Context: an optimization exercise on an open-source flow, tuned for small area and a short achievable clock period. The choices shown serve that exercise and are no tape-out recipe. Function was checked by simulation only, so behaviour that the tests miss may differ from the original. Power figures rest on the tool's default switching activity, not on a simulated workload.

## design.v

```verilog
package mc_pkg;
	parameter int DATA_W = 32;
	parameter int MAX_CS = 8;
	parameter logic [2:0] REG_SEL_VAL = 3'h3;
	parameter logic [4:0] REG_IDX_CSR = 5'd0;
	parameter logic [4:0] REG_IDX_MASK = 5'd2;
	parameter logic [4:0] REG_IDX_CS_BASE = 5'd4;
	parameter logic [2:0] MEM_TYPE_SDRAM = 3'h0;
	parameter logic [DATA_W-1:0] TMS_RESET = '1;
	parameter logic [10:0] MASK_RESET = 11'h7ff;
	typedef struct packed {
		logic cyc;
		logic stb;
		logic we;
		logic [31:0] addr;
		logic [DATA_W-1:0] data;
	} bus_req_t;
	typedef struct packed {
		logic [7:0] rsvd_hi;
		logic [7:0] sel_base;
		logic [6:0] rsvd_mid;
		logic wp;
		logic [3:0] rsvd_lo;
		logic [2:0] mem_type;
		logic en;
	} csc_t;
	typedef struct packed {
		logic [7:0] rfr_ps_val;
		logic [12:0] rsvd_hi;
		logic [2:0] ref_int;
		logic [4:0] rsvd_lo;
		logic fs;
		logic vpen;
		logic sts;
	} csr_t;
	typedef struct packed {
		logic we;
		logic [4:0] idx;
		logic [DATA_W-1:0] data;
	} reg_wr_t;
endpackage
`timescale 1ns/10ps
module mc_reg_bus #(
	parameter int NUM_CS = 4
) (
	input  logic clk,
	input  logic rst,
	input  mc_pkg::bus_req_t bus_req_i,
	input  logic mc_sts_i,
	input  logic [NUM_CS-1:0][mc_pkg::DATA_W-1:0] csc_i,
	input  logic [NUM_CS-1:0][mc_pkg::DATA_W-1:0] tms_i,
	output logic ack_o,
	output logic [mc_pkg::DATA_W-1:0] rd_data_o,
	output mc_pkg::reg_wr_t reg_wr_o,
	output logic [10:0] csc_mask_o,
	output logic [2:0] ref_int_o,
	output logic [7:0] rfr_ps_val_o,
	output logic mc_vpen_o,
	output logic fs_o
);
	logic reg_sel;
	logic wr_we_q;
	logic [4:0] wr_idx_q;
	logic [4:0] rd_idx;
	logic [10:0] mask_q;
	mc_pkg::csr_t csr_q;
	mc_pkg::csr_t csr_wr;
	assign reg_sel = bus_req_i.cyc & bus_req_i.stb &
		(bus_req_i.addr[31:29] == mc_pkg::REG_SEL_VAL);
	always_ff @(posedge clk or posedge rst)
	begin
		if (rst)
		begin
			ack_o <= 1'b0;
			wr_we_q <= 1'b0;
		end
		else
		begin
			ack_o <= reg_sel & ~ack_o;
			wr_we_q <= reg_sel & bus_req_i.we & ~ack_o;
		end
	end
	always_ff @(posedge clk)
	begin
		wr_idx_q <= bus_req_i.addr[6:2];
	end
	assign reg_wr_o.we = wr_we_q;
	assign reg_wr_o.idx = wr_idx_q;
	assign reg_wr_o.data = bus_req_i.data;
	assign csr_wr = reg_wr_o.data;
	always_ff @(posedge clk or posedge rst)
	begin
		if (rst)
		begin
			csr_q <= '0;
			mask_q <= mc_pkg::MASK_RESET;
		end
		else
		begin
			csr_q.sts <= mc_sts_i;
			if (reg_wr_o.we && reg_wr_o.idx == mc_pkg::REG_IDX_CSR)
			begin
				csr_q.rfr_ps_val <= csr_wr.rfr_ps_val;
				csr_q.ref_int <= csr_wr.ref_int;
				csr_q.fs <= csr_wr.fs;
				csr_q.vpen <= csr_wr.vpen;
			end
			if (reg_wr_o.we && reg_wr_o.idx == mc_pkg::REG_IDX_MASK)
				mask_q <= reg_wr_o.data[10:0];
		end
	end
	assign csc_mask_o = mask_q;
	assign ref_int_o = csr_q.ref_int;
	assign rfr_ps_val_o = csr_q.rfr_ps_val;
	assign mc_vpen_o = csr_q.vpen;
	assign fs_o = csr_q.fs;
	assign rd_idx = bus_req_i.addr[6:2];
	always_comb
	begin
		rd_data_o = '0;
		if (rd_idx == mc_pkg::REG_IDX_CSR)
			rd_data_o = csr_q;
		if (rd_idx == mc_pkg::REG_IDX_MASK)
			rd_data_o = {{(mc_pkg::DATA_W - 11){1'b0}}, mask_q};
		for (int i = 0; i < NUM_CS; i++)
		begin
			if (rd_idx == 5'(mc_pkg::REG_IDX_CS_BASE + 2 * i))
				rd_data_o = csc_i[i];
			if (rd_idx == 5'(mc_pkg::REG_IDX_CS_BASE + 2 * i + 1))
				rd_data_o = tms_i[i];
		end
	end
endmodule
`timescale 1ns/10ps
module mc_cs_regs #(
	parameter int NUM_CS = 4,
	parameter int CS_IDX = 0
) (
	input  logic clk,
	input  logic rst,
	input  mc_pkg::bus_req_t bus_req_i,
	input  mc_pkg::reg_wr_t reg_wr_i,
	input  logic [10:0] csc_mask_i,
	input  logic [NUM_CS-1:0] init_ack_i,
	input  logic [NUM_CS-1:0] lmr_ack_i,
	output logic [mc_pkg::DATA_W-1:0] csc_o,
	output logic [mc_pkg::DATA_W-1:0] tms_o,
	output logic match_o,
	output logic wp_err_o,
	output logic need_rfr_o,
	output logic init_pending_o,
	output logic lmr_pending_o
);
	localparam logic [4:0] CSC_IDX = 5'(mc_pkg::REG_IDX_CS_BASE + 2 * CS_IDX);
	localparam logic [4:0] TMS_IDX = CSC_IDX + 5'd1;
	mc_pkg::csc_t csc_q;
	mc_pkg::csc_t csc_wr;
	logic csc_we;
	logic tms_we;
	assign csc_wr = reg_wr_i.data;
	assign csc_we = reg_wr_i.we && reg_wr_i.idx == CSC_IDX;
	assign tms_we = reg_wr_i.we && reg_wr_i.idx == TMS_IDX;
	always_ff @(posedge clk or posedge rst)
	begin
		if (rst)
		begin
			csc_q <= '0;
			tms_o <= mc_pkg::TMS_RESET;
			init_pending_o <= 1'b0;
			lmr_pending_o <= 1'b0;
		end
		else
		begin
			if (csc_we)
				csc_q <= csc_wr;
			if (tms_we)
				tms_o <= reg_wr_i.data;
			if (init_ack_i[CS_IDX])
				init_pending_o <= 1'b0;
			if (csc_we && csc_wr.en && csc_wr.mem_type == mc_pkg::MEM_TYPE_SDRAM)
				init_pending_o <= 1'b1;
			if (lmr_ack_i[CS_IDX])
				lmr_pending_o <= 1'b0;
			if (tms_we && need_rfr_o)
				lmr_pending_o <= 1'b1;
		end
	end
	assign csc_o = csc_q;
	assign match_o = csc_q.en &&
		(((csc_q.sel_base ^ bus_req_i.addr[28:21]) & csc_mask_i[7:0]) == 8'h00);
	assign wp_err_o = match_o & bus_req_i.we & csc_q.wp;
	assign need_rfr_o = csc_q.en && csc_q.mem_type == mc_pkg::MEM_TYPE_SDRAM;
endmodule
`timescale 1ns/10ps
module mc_cs_decode #(
	parameter int NUM_CS = 4
) (
	input  logic clk,
	input  logic rst,
	input  mc_pkg::bus_req_t bus_req_i,
	input  logic cs_le_i,
	input  logic [NUM_CS-1:0] match_i,
	input  logic [NUM_CS-1:0] wp_i,
	input  logic [NUM_CS-1:0][mc_pkg::DATA_W-1:0] csc_i,
	input  logic [NUM_CS-1:0][mc_pkg::DATA_W-1:0] tms_i,
	output logic [mc_pkg::MAX_CS-1:0] cs_o,
	output logic wp_err_o,
	output logic [mc_pkg::DATA_W-1:0] csc_sel_o,
	output logic [mc_pkg::DATA_W-1:0] tms_sel_o
);
	logic load;
	logic [mc_pkg::MAX_CS-1:0] cs_d;
	logic [mc_pkg::DATA_W-1:0] csc_d;
	logic [mc_pkg::DATA_W-1:0] tms_d;
	assign load = cs_le_i & bus_req_i.cyc & bus_req_i.stb;
	always_comb
	begin
		cs_d = '0;
		cs_d[NUM_CS-1:0] = match_i;
		csc_d = csc_i[NUM_CS-1];
		tms_d = tms_i[NUM_CS-1];
		for (int i = NUM_CS - 1; i >= 0; i--)
		begin
			if (match_i[i])
			begin
				csc_d = csc_i[i];
				tms_d = tms_i[i];
			end
		end
	end
	always_ff @(posedge clk or posedge rst)
	begin
		if (rst)
		begin
			cs_o <= '0;
			wp_err_o <= 1'b0;
			csc_sel_o <= '0;
			tms_sel_o <= mc_pkg::TMS_RESET;
		end
		else if (load)
		begin
			cs_o <= cs_d;
			wp_err_o <= |wp_i;
			csc_sel_o <= csc_d;
			tms_sel_o <= tms_d;
		end
		else if (!bus_req_i.cyc)
			wp_err_o <= 1'b0;
	end
endmodule
`timescale 1ns/10ps
module mc_spec_req_fsm #(
	parameter int NUM_CS = 4
) (
	input  logic clk,
	input  logic rst,
	input  logic [NUM_CS-1:0] init_pending_i,
	input  logic [NUM_CS-1:0] lmr_pending_i,
	input  logic init_ack_i,
	input  logic lmr_ack_i,
	output logic init_req_o,
	output logic lmr_req_o,
	output logic [mc_pkg::MAX_CS-1:0] spec_req_cs_o,
	output logic [NUM_CS-1:0] init_done_o,
	output logic [NUM_CS-1:0] lmr_done_o
);
	typedef enum logic [1:0] {IDLE, INIT, LMR} state_t;
	state_t state_q;
	logic init_ack_q;
	logic lmr_ack_q;
	logic init_ack_fe;
	logic lmr_ack_fe;
	logic done_busy;
	logic [NUM_CS-1:0] init_first;
	logic [NUM_CS-1:0] lmr_first;
	logic [NUM_CS-1:0] grant_q;
	assign init_ack_fe = init_ack_q & ~init_ack_i;
	assign lmr_ack_fe = lmr_ack_q & ~lmr_ack_i;
	assign init_first = init_pending_i & (~init_pending_i + 1'b1);
	assign lmr_first = lmr_pending_i & (~lmr_pending_i + 1'b1);
	assign done_busy = (|init_done_o) | (|lmr_done_o);
	always_ff @(posedge clk or posedge rst)
	begin
		if (rst)
		begin
			state_q <= IDLE;
			grant_q <= '0;
			init_ack_q <= 1'b0;
			lmr_ack_q <= 1'b0;
			init_req_o <= 1'b0;
			lmr_req_o <= 1'b0;
			init_done_o <= '0;
			lmr_done_o <= '0;
		end
		else
		begin
			init_ack_q <= init_ack_i;
			lmr_ack_q <= lmr_ack_i;
			init_done_o <= '0;
			lmr_done_o <= '0;
			case (state_q)
				IDLE:
				begin
					if (!done_busy && |init_pending_i)
					begin
						state_q <= INIT;
						grant_q <= init_first;
						init_req_o <= 1'b1;
					end
					else if (!done_busy && |lmr_pending_i)
					begin
						state_q <= LMR;
						grant_q <= lmr_first;
						lmr_req_o <= 1'b1;
					end
				end
				INIT:
				begin
					if (init_ack_fe)
					begin
						state_q <= IDLE;
						init_req_o <= 1'b0;
						init_done_o <= grant_q;
						grant_q <= '0;
					end
				end
				LMR:
				begin
					if (lmr_ack_fe)
					begin
						state_q <= IDLE;
						lmr_req_o <= 1'b0;
						lmr_done_o <= grant_q;
						grant_q <= '0;
					end
				end
				default:
					state_q <= IDLE;
			endcase
		end
	end
	always_comb
	begin
		spec_req_cs_o = '0;
		spec_req_cs_o[NUM_CS-1:0] = grant_q;
	end
endmodule
`timescale 1ns/10ps
module mc_rf_top #(
	parameter int NUM_CS = 8
) (
	input  logic clk,
	input  logic rst,
	input  logic bus_cyc_i,
	input  logic bus_stb_i,
	input  logic bus_we_i,
	input  logic [31:0] bus_addr_i,
	input  logic [mc_pkg::DATA_W-1:0] bus_data_i,
	input  logic mc_sts_i,
	input  logic cs_le_i,
	input  logic init_ack_i,
	input  logic lmr_ack_i,
	output logic ack_o,
	output logic [mc_pkg::DATA_W-1:0] rd_data_o,
	output logic wp_err_o,
	output logic [mc_pkg::MAX_CS-1:0] cs_o,
	output logic [mc_pkg::DATA_W-1:0] csc_sel_o,
	output logic [mc_pkg::DATA_W-1:0] tms_sel_o,
	output logic [mc_pkg::MAX_CS-1:0] cs_need_rfr_o,
	output logic [2:0] ref_int_o,
	output logic [7:0] rfr_ps_val_o,
	output logic mc_vpen_o,
	output logic fs_o,
	output logic init_req_o,
	output logic lmr_req_o,
	output logic [mc_pkg::MAX_CS-1:0] spec_req_cs_o
);
	mc_pkg::bus_req_t bus_req_i;
	mc_pkg::reg_wr_t reg_wr;
	logic [10:0] csc_mask;
	logic [NUM_CS-1:0][mc_pkg::DATA_W-1:0] csc;
	logic [NUM_CS-1:0][mc_pkg::DATA_W-1:0] tms;
	logic [NUM_CS-1:0] match;
	logic [NUM_CS-1:0] wp;
	logic [NUM_CS-1:0] init_pending;
	logic [NUM_CS-1:0] lmr_pending;
	logic [NUM_CS-1:0] init_done;
	logic [NUM_CS-1:0] lmr_done;
	assign bus_req_i.cyc = bus_cyc_i;
	assign bus_req_i.stb = bus_stb_i;
	assign bus_req_i.we = bus_we_i;
	assign bus_req_i.addr = bus_addr_i;
	assign bus_req_i.data = bus_data_i;
	mc_reg_bus #(.NUM_CS(NUM_CS)) u_reg_bus (
		.clk(clk),
		.rst(rst),
		.bus_req_i(bus_req_i),
		.mc_sts_i(mc_sts_i),
		.csc_i(csc),
		.tms_i(tms),
		.ack_o(ack_o),
		.rd_data_o(rd_data_o),
		.reg_wr_o(reg_wr),
		.csc_mask_o(csc_mask),
		.ref_int_o(ref_int_o),
		.rfr_ps_val_o(rfr_ps_val_o),
		.mc_vpen_o(mc_vpen_o),
		.fs_o(fs_o)
	);
	for (genvar i = 0; i < mc_pkg::MAX_CS; i++)
	begin : g_cs
		if (i < NUM_CS)
		begin : g_slot
			mc_cs_regs #(.NUM_CS(NUM_CS), .CS_IDX(i)) u_cs_regs (
				.clk(clk),
				.rst(rst),
				.bus_req_i(bus_req_i),
				.reg_wr_i(reg_wr),
				.csc_mask_i(csc_mask),
				.init_ack_i(init_done),
				.lmr_ack_i(lmr_done),
				.csc_o(csc[i]),
				.tms_o(tms[i]),
				.match_o(match[i]),
				.wp_err_o(wp[i]),
				.need_rfr_o(cs_need_rfr_o[i]),
				.init_pending_o(init_pending[i]),
				.lmr_pending_o(lmr_pending[i])
			);
		end
		else
		begin : g_absent
			assign cs_need_rfr_o[i] = 1'b0;
		end
	end
	mc_cs_decode #(.NUM_CS(NUM_CS)) u_cs_decode (
		.clk(clk),
		.rst(rst),
		.bus_req_i(bus_req_i),
		.cs_le_i(cs_le_i),
		.match_i(match),
		.wp_i(wp),
		.csc_i(csc),
		.tms_i(tms),
		.cs_o(cs_o),
		.wp_err_o(wp_err_o),
		.csc_sel_o(csc_sel_o),
		.tms_sel_o(tms_sel_o)
	);
	mc_spec_req_fsm #(.NUM_CS(NUM_CS)) u_spec_req_fsm (
		.clk(clk),
		.rst(rst),
		.init_pending_i(init_pending),
		.lmr_pending_i(lmr_pending),
		.init_ack_i(init_ack_i),
		.lmr_ack_i(lmr_ack_i),
		.init_req_o(init_req_o),
		.lmr_req_o(lmr_req_o),
		.spec_req_cs_o(spec_req_cs_o),
		.init_done_o(init_done),
		.lmr_done_o(lmr_done)
	);
endmodule
```

## run.sh

```bash
#!/bin/bash
# synth_recipe.tcl (not shown) runs the flow's synth.tcl, then flattens the netlist and writes it again
# the make line also repeats each setting of config.mk as NAME=value (left out here)
make -C /OpenROAD-flow-scripts/flow DESIGN_CONFIG=/design/flow/config.mk WORK_HOME=/design/flow/orfs CLKGATE_MAP_FILE= SYNTH_SCRIPT=/design/flow/synth_recipe.tcl finish
```

## config.mk

```make
export PLATFORM = sky130hd
export DESIGN_NAME = mc_rf_top
export DESIGN_NICKNAME = mc_rf_top
export VERILOG_FILES = /design/flow/design.v
export SDC_FILE = /design/flow/constraint.sdc
export NUM_CORES = 4
export LEC_CHECK = 0
export CAP_MARGIN = 20
export CORE_MARGIN = 2
export CORE_UTILIZATION = 40
export SLEW_MARGIN = 20
```

## constraint.sdc

```tcl
create_clock -name core_clock -period 7.0 [get_ports {clk}]
set_input_delay 1.4000 -clock core_clock [delete_from_list [all_inputs] [get_ports {clk}]]
set_output_delay 1.4000 -clock core_clock [all_outputs]
set_load 0.01 [all_outputs]
```

==> impl_results.md <==
- Run status: finished clean
- CTS tree: built
- Die width: 302 um
- PwrDens: 240 mW/mm^2
- Nets: 3360
- Largest net degree at the start of global routing: 174
- RSZ-0062 raised after global routing: false
- Worst-path clk slew: 0.06 ns
- H-tree depth: 3
- Dpl hpwl: 92300 um
- Peak supply drop: 0.000202 V
- Synth unique cells: 84
- Final Hold Slack: 0.436 ns
- Crit path max fanout: 28
- Via density: 6.56
- Leak: 16.6 nW
- Pins Over Slew Limit: 0
- CP Capture Type: output pin
- Top Ports: 210
- Layout area overhead: 15.9%
- DR vias: 29600
- Skew final: 0.0319 ns
- Row count: 109
- Total CTS buffers: 77
- Fin crit share: 92.2%
- Syn nets: 3273
- Post-synth ARST share: 99.2%
- Final total power: 9.87 mW
- Clock root buffer master: clkbuf_16
- Routed len/inst: 33.0 um
- Leading post-synthesis cells by cell area: dfrtp_1 25%, dfstp_2 22%, mux2_2 17%, o21ai_0 2.7%, mux2i_1 2.3%
- Clk sinks: 663
- CP startpoint kind: input pin
- Count of hold-fix buffers inserted at cts: 0
- Die height: 302 um
- Top_reg_cell synth: dfrtp_1
- DP Area: 0.0386 mm^2
- Worst Tran Pin Value: 1.27 ns
- Routed Wire Length: 149000 um
- Initial antenna violation count: 9
- Total gr overflow: 0
- Fill count: 8266
- Synthesized instance count: 3196
- Post-synthesis average cell area: 11.1 um^2
- Drt drc: 0
- Max cap viols: 0
- Fin crit period: 6.46 ns
- Vias in the first global route: 29100
- WS Path Type: input pin to output pin
- Worst rel slew slack: 14.7%
- Syn. warnings: 11
- #FFs+latches synth: 663
- Register area share after synthesis: 47.8%
- Synth area leader: dfrtp_1
- Worst EP arrival: 5.06 ns
- Post-CTS setup buffer count: 0
- Final ANT Viol Nets: 0
- Placeable Area: 0.0881 mm^2
- HP Class: flip-flop to flip-flop
- Port buffer count: 193
- DIE AREA: 0.0910 mm^2
- Clk buf depth: 3
- Synth Cell Area: 0.0354 mm^2
- Ratio of cells with drive above 1 in the final layout: 34.8%
- Post-synth EDFFs: 0
- Skew-Pair Late Insertion Delay: 0.65 ns
- Critical Path RT: 5.60 ns
- GRT Total Usage: 32.4%
- Share of the synthesized area in the top cell type: 25.4%
- Placer congestion estimate: 0.978
- Number of DRC markers in iteration 0: 3751
- First-pass GRT wire length: 213000 um
- Number of gates resized after CTS: 0
- Endpoints failing hold: 0
- Finished Core Util: 46.6%
- Peak Freq: 155 MHz
- Post-route cell area: 0.0411 mm^2
- Pre-Repair DR Iteration Count: 9
- Final setup viols: 0
- Starting density of the core: 40.2%
==> cells in the mapped netlist, types with 7 or more instances <==
cell	number
nand3_1	44
a22oi_1	52
nand2b_1	12
a221o_1	14
o21ai_0	188
dfstp_2	299
buf_1	31
a221oi_1	25
a211oi_1	59
a211o_1	50
a22o_1	13
or4_1	7
and3_1	7
inv_1	37
mux4_2	15
nor3_1	89
a2bb2oi_1	63
mux2_2	543
nor4_1	15
o22a_1	63
buf_4	37
nor3b_1	7
dfrtp_1	359
nor2_1	202
xor2_1	64
o22ai_1	55
nand4_1	11
o32ai_1	10
o221ai_1	12
mux2i_1	83
and2_1	28
clkbuf_1	171
a32o_1	8
o31ai_1	9
o211ai_1	22
a211oi_2	14
a222oi_1	7
a21oi_1	159
nor4b_1	8
nand2_1	124
or3_1	7
buf_2	63
nor2b_1	13
==> power breakdown <==
group / total (mW) / internal, mW / switching, mW
clock network: 3.98 / 2.28 / 1.70
logic: 1.51 / 0.642 / 0.872
registers: 4.37 / 4.12 / 0.246
total: 9.87 / 7.05 / 2.82
==> layer usage <==
metal,vias to the layer above,share of wire (%),wire (um),GRT usage [%]
li1,12100,-,-,-
met1,15200,40,59700,43.0
met2,1851,43,64500,47.7
met3,474,11,16200,9.61
met4,6,5.7,8550,16.7
met5,-,0.027,40,0
==> registers in the layout, summed over array words and instances, names as in the netlist <==
signal,count
u_cs_decode.cs_o,8
u_reg_bus.ack_o,1
g_cs.g_slot.u_cs_regs.tms_o,256
u_cs_decode.tms_sel_o,32
u_cs_decode.csc_sel_o,32
u_reg_bus.mask_q,11
u_spec_req_fsm.init_req_o,1
g_cs.g_slot.u_cs_regs.csc_q,256
u_cs_decode.wp_err_o,1
u_spec_req_fsm.lmr_req_o,1
u_spec_req_fsm.state_q,2
u_spec_req_fsm.lmr_done_o,8
u_spec_req_fsm.init_done_o,8
u_reg_bus.wr_idx_q,5
u_reg_bus.csr_q,14
g_cs.g_slot.u_cs_regs.lmr_pending_o,8
g_cs.g_slot.u_cs_regs.init_pending_o,8
u_reg_bus.wr_we_q,1
u_spec_req_fsm.lmr_ack_q,1
u_spec_req_fsm.grant_q,8
u_spec_req_fsm.init_ack_q,1
==> placed cells by master, fill, tap and decap left out, types with 55 or more instances in the layout <==
cell type        count
dfstp_2            299
nor2_1             197
clkdlybuf4s50_1    189
nor3_1              85
o22ai_1             55
a21oi_1            159
clkbuf_16           77
o22a_1              63
nand2_1            116
a211oi_1            59
mux2i_1             83
buf_4              112
mux2_2             543
o21ai_0            188
dfrtp_1            359
a2bb2oi_1           63
xor2_1              64
==> worst max-delay path, cell delays in order <==
cell and delay (ns):
clkdlybuf4s50_1 0.50, buf_12 0.21, nand2b_1 0.31, nor2_2 0.66
a22o_1 0.25, a21oi_1 0.08, a2111oi_0 0.72, o21ai_0 0.34
clkdlybuf4s50_1 0.55
==> cell type report <==
| cell class | instances | area, um^2 | share of cell area (%) |
|---|---|---|---|
| Clock inverter | 18 | 178 | 0.433 |
| Multi-Input combinational cell | 2186 | 17100 | 41.6 |
| Sequential cell | 663 | 16900 | 41.3 |
| Tap cell | 1165 | 1460 | 3.55 |
| Timing Repair Buffer | 316 | 3000 | 7.31 |
| Inverter | 39 | 150 | 0.366 |
| Clock buffer | 123 | 2250 | 5.48 |
| Antenna cell | 6 | 15.0 | 0.0366 |
==> cells by family after synthesis <==
family,after synthesis,synth area share [%]
AO/OA/AOI/OAI,872,17.2
XOR/XNOR,64,1.58
adder cells (fa/ha/maj),4,0.141
buffers and inverters,347,4.42
flip-flops,663,47.8
multiplexers,641,20.6
AND/OR/NAND/NOR,605,8.29
==> worst paths after layout <==
check	from	endpoint	slack, ns	depth (start not counted)
worst max-delay path	bus_addr_i[5]	rd_data_o[12]	0.54	9
worst min-delay path	u_reg_bus.ack_o	u_reg_bus.ack_o	0.44	1
worst max register to register	u_reg_bus.mask_q[6]	u_cs_decode.csc_sel_o[3]	3.16	8
worst min register to register	u_reg_bus.ack_o	u_reg_bus.ack_o	0.44	1
max in group asynchronous	rst	g_cs[6].g_slot.u_cs_regs.csc_q[19]	4.05	3
min in group asynchronous	rst	g_cs[7].g_slot.u_cs_regs.csc_q[28]	1.28	2
==> through the flow <==
stage	worst slack (ns)	cells	setup TNS, ns
2_1_floorplan	-3.15	3196	-1333.94
3_5_place_dp	0.607	4368	0
3_3_place_gp	0.625	4368	0
4_1_cts	0.597	4509	0
5_1_grt	0.377	4512	0
6_report	0.543	4516	0

==> static timing again, ports no longer ideal <==
No port has a modelled driver above. Below, the same layout with a new extraction and two added sets of constraints. Step 1, drivers: a clkbuf_16 drives clk and a buf_2 each remaining input, both assumed. Step 2 adds t to the input delays and takes it off the output delays; t is the mean of the earliest and latest rising clock arrival at the registers after step 1. Input paths then give back, and output paths get back, about the clock's delay inside the block. Slacks: no drivers / after step 1 / after step 2; pairs: no drivers / after step 1.
shift t [ns]: 0.699
setup WS [ns]: 0.543 / 0.401 / 0.401
worst setup path at the end: input to output
worst register clock-pin slew, ns: 0.06 / 0.06
worst data-port slew with drivers (ns): 0.14
After both steps setup and hold are still met in this run. The setup slack of this run moves by -0.142 ns with the drivers and by -0.142 ns with both steps.
